Background: an optimization exercise with open tools, aiming at small area. Do not read the settings as production practice. The RTL was checked by simulation tests, not by an equivalence proof against the original design.

==> flow/design.v (outline; a module is shown in full before it is edited, if it fits) <==
// module sad_min_search: 2241 lines
// module sad_fa: 10 lines
// module sad_ha: 9 lines
module sad_min_search #(
   parameter int PIX_W = 8,
   parameter int LANES = 32,
   parameter int BEATS = 32,
   parameter int IDX_W = 16,
   localparam int SAD_W = PIX_W + $clog2(LANES * BEATS)
) (
   input  logic                   Bus2IP_Clk,
   input  logic                   Bus2IP_Reset,
   input  logic                   clr,
   input  logic                   in_valid,
   input  logic [PIX_W*LANES-1:0] in_face,
   input  logic [PIX_W*LANES-1:0] in_group,
   output logic                   sad_valid,
   output logic [SAD_W-1:0]       sad_out,
   output logic [IDX_W-1:0]       sad_idx,
   output logic                   best_valid,
   output logic [SAD_W-1:0]       best_sad,
   output logic [IDX_W-1:0]       best_idx
);
  // ...
==> flow/run.sh <==
#!/bin/bash
# synth_recipe.tcl (not shown) runs the flow's synth.tcl, then flattens the netlist and writes it again
# the make line also repeats each setting of config.mk as NAME=value (left out here)
make -C /OpenROAD-flow-scripts/flow DESIGN_CONFIG=/design/flow/config.mk WORK_HOME=/design/flow/orfs CLKGATE_MAP_FILE= SYNTH_SCRIPT=/design/flow/synth_recipe.tcl finish
==> flow/config.mk <==
export PLATFORM = sky130hd
export DESIGN_NAME = sad_min_search
export DESIGN_NICKNAME = sad_min_search
export VERILOG_FILES = /design/flow/design.v
export SDC_FILE = /design/flow/constraint.sdc
export NUM_CORES = 4
export LEC_CHECK = 0
export CAP_MARGIN = 20
export CORE_MARGIN = 2
export CORE_UTILIZATION = 40
export PLACE_DENSITY = 0.6
export SLEW_MARGIN = 20
export SYNTH_HIERARCHICAL = 1
export SYNTH_MINIMUM_KEEP_SIZE = 0
==> flow/constraint.sdc <==
create_clock -name core_clock -period 7.0 [get_ports {Bus2IP_Clk}]
set_input_delay 1.4000 -clock core_clock [delete_from_list [all_inputs] [get_ports {Bus2IP_Clk}]]
set_output_delay 1.4000 -clock core_clock [all_outputs]
set_load 0.01 [all_outputs]
==> qor.csv, run 1 <==
metric;value;unit
Final TNS setup;0;ns
post-synth top area cell;fa_1;
placed cell count;2858;
max-slew violation count;0;
CP peak stage delay;0.64;ns
post-synthesis mux area share;0.001504;
Tcrit/Tclk final;0.9882;
leading post-synthesis cells by cell area;fa_1 (50%), edfxtp_1 (11%), xnor2_1 (10%), dfxtp_1 (9.3%), inv_1 (6.4%);
outcome;no timing/DRC/antenna violations;
clk_skew;0.02001;ns
WHS Endpoint;hold_q[5]$_DFFE_PP_;
Routed Antenna Nets;0;
sequential cell area share;0.1381;
ANT cells;8;
multi-input combinational cell area;0.01576;mm²
top cells by count, synth;fa_1 (499), inv_1 (341), xnor2_1 (232), dfxtp_1 (93), ha_1 (79);
fmax;144.6;MHz
Clock Sinks;163;
crit-path most repeated cell;fa_1;
max FFs per register;65;
WP data required;7.31;ns
most common cell after layout, fill and taps aside;clkdlybuf4s50_1;
Non-Filler Instances;2902;
Netlist cell types;57;
crit path capture;r1_q[3]$_DFF_P_;
Fin. Hold Viols;0;
buffering overhead;0.2180;
==> inputs of run 2 (changes only) <==
==> flow/flow/run.sh (new file) <==
#!/bin/bash
# The standard layout, with the port buffers that buffer_ports inserts set
# to the smallest plain buffer instead of the tool's default pick.
set -euo pipefail
bash standard.sh BUFFER_PORTS_ARGS="-buffer_cell sky130_fd_sc_hd__buf_1" finish > make_finish.log 2>&1
==> flow/standard.sh (new file) <==
#!/bin/bash
# synth_recipe.tcl (not shown) runs the flow's synth.tcl, then flattens the netlist and writes it again
# the make line also repeats each setting of config.mk as NAME=value (left out here)
make -C /OpenROAD-flow-scripts/flow DESIGN_CONFIG=/design/flow/config.mk WORK_HOME=/design/flow/orfs CLKGATE_MAP_FILE= SYNTH_SCRIPT=/design/flow/synth_recipe.tcl "${@:-finish}"
removed: flow/run.sh
==> run 2 against run 1 <==
  * Clock skew barely moved
  * Flip-flop and latch count did not move
  * Wire length fell by 6.5%
  * First-iteration DRC count rose by 46%
  * Still clean
  * Fmax rose by 1.1%
  * Synthesized cell count did not move
==> qor.csv, run 2 <==
metric;value;unit;change
Worst Hold Depth;0;;
Die Footprint;0.05172;mm²;
CTS Hold Buffers Added;0;;
WHS Endpoint;hold_q[11]$_DFFE_PP_;;
GRT overflow;0;;
most common cell after layout, fill and taps aside;buf_1;;
Seq cells post-synth;163;;
dpl ws;-0.3337;ns;
critical path launch point type;input port;;
Seq/Total Area, Yosys;0.1985;;
WP data required;7.32;ns;about the same
final setup vio count;0;;
leading post-synthesis cells by cell area;fa_1 (50%), edfxtp_1 (11%), xnor2_1 (10%), dfxtp_1 (9.3%), inv_1 (6.4%);;
hold crit path type;register to register;;
kind of critical path;input port to register;;
MaxCap Viol Count;0;;
share of cells above drive strength 1;0.03414;;
post-CTS setup buffer count;0;;
Hold WS;0.4483;ns;
outcome;no timing/DRC/antenna violations;;
final core occ;0.4831;;
Clock Sinks;163;;unchanged
WP data arrival;7.16;ns;
CTS Buffer Depth;2;;
Largest Register;r1_q;;
Post-Synthesis Cells;1617;;
Fin. Hold Viols;0;;unchanged
met2 wire length;36.16;mm;
hold path startpoint;acc_q[11]$_DFFE_PP_;;
die width;227.4;µm;
routed via count;13610;;
core area;0.04915;mm²;
post-CTS sizing;0;;
CTS Buf Count;17;;
Post-route DRC;0;;
root buffer cell;clkbuf_16;;
H-tree depth;4;;
ys flop type;dfxtp_1;;
Non-Filler Instances;2900;;-0.069%
first-pass iteration count of the detailed router;4;;
GRT Total Usage;0.2537;;
Tcrit/Tclk final;0.9772;;-0.01103
largest net degree at the start of global routing;35;;
RR Startpoint;r1_q[11]$_DFF_P_;;
M1 wire length;24.70;mm;
Worst slew margin;0.4320;;
max FFs per register;65;;unchanged
vias in the first global route;15730;;
unrepaired setup endpoints after global routing;no;;
IO Pins;586;;
mapped cell area;0.01997;mm²;
post-synth top area cell;fa_1;;
Critical Path End Type;register;;
Netlist cell types;57;;unchanged
Final HPWL DP;60.68;mm;
Layout Nets;3307;;
crit path max fanout;3;;
Yosys top cell area share;0.5003;;
most frequent cells in the layout;buf_1 (585), fa_1 (498), inv_1 (341), xnor2_1 (231), dfxtp_1 (93);;
insertion delay to the later sink of the worst-skew pair;0.44;ns;
Core Rows;81;;
CTS tree;yes;;
clk slew on worst S/H paths;0.08;ns;
max layer used;met5;;
top-count cell post-synth;fa_1;;
Via density;4.692;;
Crit Reg-Reg Endpoint;acc_q[17]$_DFFE_PP_;;
Final min period;6.840;ns;
initial antenna violation count;12;;
ys async rst share;0;;
Initial Util;0.4062;;
initial DRC count;672;;
placed cell count;2857;;-0.035%
Net Count, Synth;2711;;
Final TNS setup;0;ns;unchanged
GPL Wtd Cong;0.9960;;
Post-synth EDFFs;70;;
max-slew violation count;0;;unchanged
pin slew with the least headroom to its limit;0.8508;ns;
top cells by count, synth;fa_1 (499), inv_1 (341), xnor2_1 (232), dfxtp_1 (93), ha_1 (79);;
routed length on met3;2.294;mm;
Design Area, Final;0.02375;mm²;
syn avg cell area;12.35;µm²;
Final Worst Setup Slack;0.1595;ns;
r2r worst-path depth;11;;
WL per Instance;22.32;µm;
Die H;227.4;µm;
IO Port Bufs;585;;
WL final;64.73;mm;
dpl cell area;0.02309;mm²;
R2R setup slack;2.01;ns;
Area Growth Syn to Fin;18.92;%;
fmax;146.2;MHz;+1.1%
clk_skew;0.01968;ns;-0.0003266 ns
Routed Antenna Nets;0;;unchanged
global-route wire length before repair;93.96;mm;
Syn. warnings;7;;
[run 2: cell type report]
type,count,area (µm²)
Clock buffer,18,429.2
Antenna cell,10,25.02
Fill cell,4560,25410
Clock inverter,14,160.2
Sequential cell,163,3964
Tap cell,664,830.8
Timing Repair Buffer,622,2494
Multi-Input combinational cell,1068,14560
Inverter,341,1280
[run 2: worst max-delay path by stage]
stage	depth (start not counted)	slack, ns	to	start
4_1_cts	17	0.13	r1_q[3]$_DFF_P_	in_face[32]
3_5_place_dp	17	-0.33	r1_q[3]$_DFF_P_	in_face[32]
2_1_floorplan	16	0.22	r1_q[3]$_DFF_P_	in_face[64]
3_3_place_gp	17	-0.31	r1_q[3]$_DFF_P_	in_face[24]
6_report	17	0.16	r1_q[10]$_DFF_P_	in_face[24]
5_1_grt	17	0.005	r1_q[3]$_DFF_P_	in_face[16]
[run 2: critical path: stages]
cell	delay [ns]
buf_1	0.08
inv_1	0.06
ha_1	0.13
inv_1	0.04
fa_1	0.37
fa_1	0.51
fa_1	0.43
fa_1	0.40
fa_1	0.39
fa_1	0.41
fa_1	0.45
buf_4	0.18
xnor2_1	0.21
fa_1	0.51
fa_1	0.63
fa_1	0.49
fa_1	0.47
[run 2: metal layers]
layer  global-route usage  up-vias
li1                     -     6043
met1               0.2986     7084
met2               0.4866      410
met3              0.02710       69
met4              0.07000        2
met5                    0        -
[run 2: cells by family after synthesis]
kind of cell               share of synthesized area
xor gates and xnor gates                      0.1079
muxes                                       0.001504
adders and majority gates                     0.5498
buffers and inverters                        0.07319
AOI/OAI and AO/OA                            0.02601
DFF                                           0.1985
and+or+nand+nor                              0.04311
[run 2: Yosys stat by module, one instance, submodules excluded]
module,flip-flops and latches,copies in the design,cells inside
sad_fa,0,498,1
sad_ha,0,12,1
sad_min_search,163,1,1107
==> inputs of run 3 (changes only) <==
--- a/flow/config.mk
+++ b/flow/config.mk
@@ -8,6 +8,7 @@
 export CAP_MARGIN = 20
 export CORE_MARGIN = 2
 export CORE_UTILIZATION = 40
+export CTS_BUF_LIST = sky130_fd_sc_hd__clkbuf_4 sky130_fd_sc_hd__clkbuf_8
 export PLACE_DENSITY = 0.6
 export SLEW_MARGIN = 20
 export SYNTH_HIERARCHICAL = 1
==> run 3 against run 2 <==
  * Still clean
  * Non-clock buffer count did not move
  * Flip-flop and latch count did not move
  * Sequential share of layout area rose by 0.14 points
  * Core utilization fell by 0.41 points
  * Critical path type unchanged
  * Largest cell class unchanged
  * Highest routed layer unchanged
==> qor.csv, run 3 <==
metric;value;unit;change
outcome;no timing/DRC/antenna violations;;
ys async rst share;0;;unchanged
Post-synth EDFFs;70;;unchanged
critical path launch point type;input port;;
WP data required;7.36;ns;+0.04 ns
Worst slew margin;0.4294;;-0.002639
cells along the critical path;buf_1, inv_1, ha_1, inv_1, fa_1, fa_1, fa_1, fa_1, fa_1, fa_1, fa_1, buf_4, xnor2_1, fa_1, fa_1, fa_1, fa_1;;
RR Startpoint;f1_q$_DFF_P_;;
CP peak stage delay;0.70;ns;+0.07 ns
Tcrit/Tclk final;0.9769;;about the same
GRT overflow;0;;unchanged
unrepaired setup endpoints after global routing;no;;
WL final;64.70;mm;about the same
Post-Synth Simple-Gate Area;0.04311;;unchanged
ys flop type;dfxtp_1;;
Die H;227.4;µm;unchanged
R2R setup slack;2.01;ns;about the same
Synth Area in XOR/XNOR;0.1079;;unchanged
insertion delay to the later sink of the worst-skew pair;0.47;ns;+0.03 ns
MaxCap Viol Count;0;;unchanged
IO Port Bufs;585;;unchanged
WP depth;17;;unchanged
most common cell after layout, fill and taps aside;buf_1;;
crit-path most repeated cell;fa_1;;
top-count cell post-synth;fa_1;;
share of cells above drive strength 1;0.03369;;-0.0004492
Synth Area in Compound Gates;0.02600;;unchanged
die width;227.4;µm;unchanged
WL per Instance;22.32;µm;about the same
post-synthesis mux area share;0.001504;;unchanged
WP data arrival;7.20;ns;+0.04 ns
max-slew violation count;0;;unchanged
CP bufs+invs;4;;unchanged
r2r worst-path depth;11;;unchanged
Final Worst Setup Slack;0.1618;ns;+0.002336 ns
clk slew on worst S/H paths;0.12;ns;+0.04 ns
clk_skew;0.02827;ns;+0.008590 ns
GRT Total Usage;0.2539;;about the same
hold crit path type;register to register;;
crit path max fanout;8;;+5
Seq/Total Area, Yosys;0.1985;;unchanged
Net Count, Synth;2711;;unchanged
leading post-synthesis cells by cell area;fa_1 (50%), edfxtp_1 (11%), xnor2_1 (10%), dfxtp_1 (9.3%), inv_1 (6.4%);;
mapped cell area;0.01997;mm²;unchanged
Hold WS;0.4491;ns;+0.0007670 ns
fmax;146.2;MHz;about the same
Yosys top cell area share;0.5003;;unchanged
initial antenna violation count;12;;unchanged
largest net degree at the start of global routing;35;;unchanged
Routed Antenna Nets;0;;unchanged
adder-cell share of the synthesized area;0.5498;;unchanged
top cells by count, synth;fa_1 (499), inv_1 (341), xnor2_1 (232), dfxtp_1 (93), ha_1 (79);;
vias in the first global route;15720;;-0.064%
GPL Wtd Cong;0.9960;;unchanged
Slowest-stage cell, CP;fa_1;;
first-pass iteration count of the detailed router;5;;+1
register area;0.003964;mm²;unchanged
syn avg cell area;12.35;µm²;unchanged
kind of critical path;input port to register;;
initial DRC count;750;;+12%
routed via count;13550;;-0.46%
multi-input combinational cell area;0.01455;mm²;about the same
pin slew with the least headroom to its limit;0.8548;ns;+0.003952 ns
Clock Sinks;163;;unchanged
Post-Synthesis Cells;1617;;unchanged
# fillers;4588;;+0.61%
Syn. warnings;7;;unchanged
Final HPWL DP;60.68;mm;unchanged
dpl ws;-0.3337;ns;unchanged
CTS Hold Buffers Added;0;;unchanged
post-CTS setup buffer count;0;;unchanged
largest family of logic cells by synthesized area;adder cells;;
Worst Setup SP;in_face[32];;
Largest Register;r1_q;;
H-tree depth;4;;unchanged
Critical Path End Type;register;;
Post-route DRC;0;;unchanged
CTS Buffer Depth;2;;unchanged
root buffer cell;clkbuf_8;;
core area;0.04915;mm²;unchanged
max FFs per register;65;;unchanged
global-route wire length before repair;94.08;mm;+0.12%
post-synth top area cell;fa_1;;
IO Pins;586;;unchanged
Core Rows;81;;unchanged
Fin. Hold Viols;0;;unchanged
Initial Util;0.4062;;unchanged
Seq cells post-synth;163;;unchanged
CTS Buf Count;17;;unchanged
Netlist cell types;57;;unchanged
Layout Nets;3307;;unchanged
Die Footprint;0.05172;mm²;unchanged
Area Growth Syn to Fin;17.92;%;
CTS tree;yes;;
cell family with most CP delay;adder cells;;
Crit Reg-Reg Endpoint;acc_q[17]$_DFFE_PP_;;
final setup vio count;0;;unchanged
crit path capture;r1_q[3]$_DFF_P_;;
Via density;4.673;;-0.42%
post-CTS sizing;0;;unchanged
Final min period;6.838;ns;-0.002336 ns
most frequent cells in the layout;buf_1 (585), fa_1 (499), inv_1 (341), xnor2_1 (232), dfxtp_1 (93);;
==> run 3: cell counts after synthesis <==
No cell type changed its count.
==> run 3: cell type report <==
type                    count  share of cell area
clock buffers              18             0.01026
multi-input cells        1068              0.6181
repair buffers            622              0.1059
inverters                 341             0.05436
diodes                      9           0.0009565
well taps                 664             0.03528
clock inverters            14            0.006802
flip-flops and latches    163              0.1683
==> run 3: routing by layer <==
layer,track usage,vias up,wire (µm)
li1,-,6038,-
met1,0.2969,7005,24420
met2,0.4888,441,36040
met3,0.02827,60,2613
met4,0.06915,2,1615
met5,0,-,13
==> run 3: per-stage QoR <==
stage                 util  instances  instance area [µm²]  TNS [ns]
CTS                 0.4780       2889                23500         0
finish              0.4790       2899                23550         0
global placement    0.4698       2857                23090    -6.583
detailed placement  0.4698       2857                23090    -8.549
floorplan                -       1617                19970         0
global route        0.4790       2899                23550         0
==> run 3: modules after synthesis (local to each module, per instance) <==
module,flops+latches,copies in the design
sad_min_search,163,1
sad_fa,0,498
sad_ha,0,12
==> run 3: worst min path at each step <==
stage                             start                    to  slack, ns  cells past startpoint
floorplan            acc_q[0]$_DFFE_PP_   hold_q[0]$_DFFE_PP_       0.42                      0
global placement     acc_q[6]$_DFFE_PP_   hold_q[6]$_DFFE_PP_       0.43                      0
detailed placement   acc_q[0]$_DFFE_PP_   hold_q[0]$_DFFE_PP_       0.43                      0
CTS                 acc_q[11]$_DFFE_PP_  hold_q[11]$_DFFE_PP_       0.45                      0
global route        acc_q[12]$_DFFE_PP_  hold_q[12]$_DFFE_PP_       0.46                      0
finish              acc_q[11]$_DFFE_PP_  hold_q[11]$_DFFE_PP_       0.45                      0
==> run 3: cell families after synthesis <==
group                    count (synthesis)
adder cells (fa/ha/maj)                578
buffers and inverters                  386
XOR/XNOR                               246
AND/OR/NAND/NOR                        167
flip-flops                             163
AO/OA/AOI/OAI                           74
multiplexers                             3
==> run 3: worst reg2reg max path, cell delays in order (launching register included) <==
cell and delay [ns]:
dfxtp_1 0.82, nor2b_1 0.19, fa_1 0.42, fa_1 0.41
fa_1 0.60, fa_1 0.43, ha_1 0.45, nand4_2 0.18
nor4b_4 0.28, nor4_2 0.14, or4b_1 0.54, a211o_1 0.30

[static timing again, ports no longer ideal]
No port has a modelled driver above. Below, the same layouts with a new extraction and two added sets of constraints. Step 1: set_driving_cell puts a clkbuf_16 on Bus2IP_Clk and a buf_2 on each other input, an assumption about the parent block. Step 2 moves the port delays by t, midway between the first and last clock arrival at a register: inputs arrive t later, outputs are due t later. That takes back most of the time a late clock gives input paths. Three values: no drivers, after step 1, after step 2; two values: the first two.
| run | t (ns) | setup slack, ns | worst setup path after step 2 | worst data-port slew with drivers (ns) | cell pins on the clock port's net |
|---|---|---|---|---|---|
| run 1 | 0.469 | 0.082 / 0.044 / -0.425 | input to register | 0.13 | 1 |
| run 2 | 0.475 | 0.160 / 0.178 / -0.297 | input to register | 0.14 | 1 |
| run 3 | 0.494 | 0.162 / 0.177 / -0.317 | input to register | 0.15 | 1 |
Met with ideal ports but missed after step 2: setup timing in every run listed. The setup slack of run 1, which loses most, moves by -0.038 ns with the drivers and by -0.507 ns with both steps.
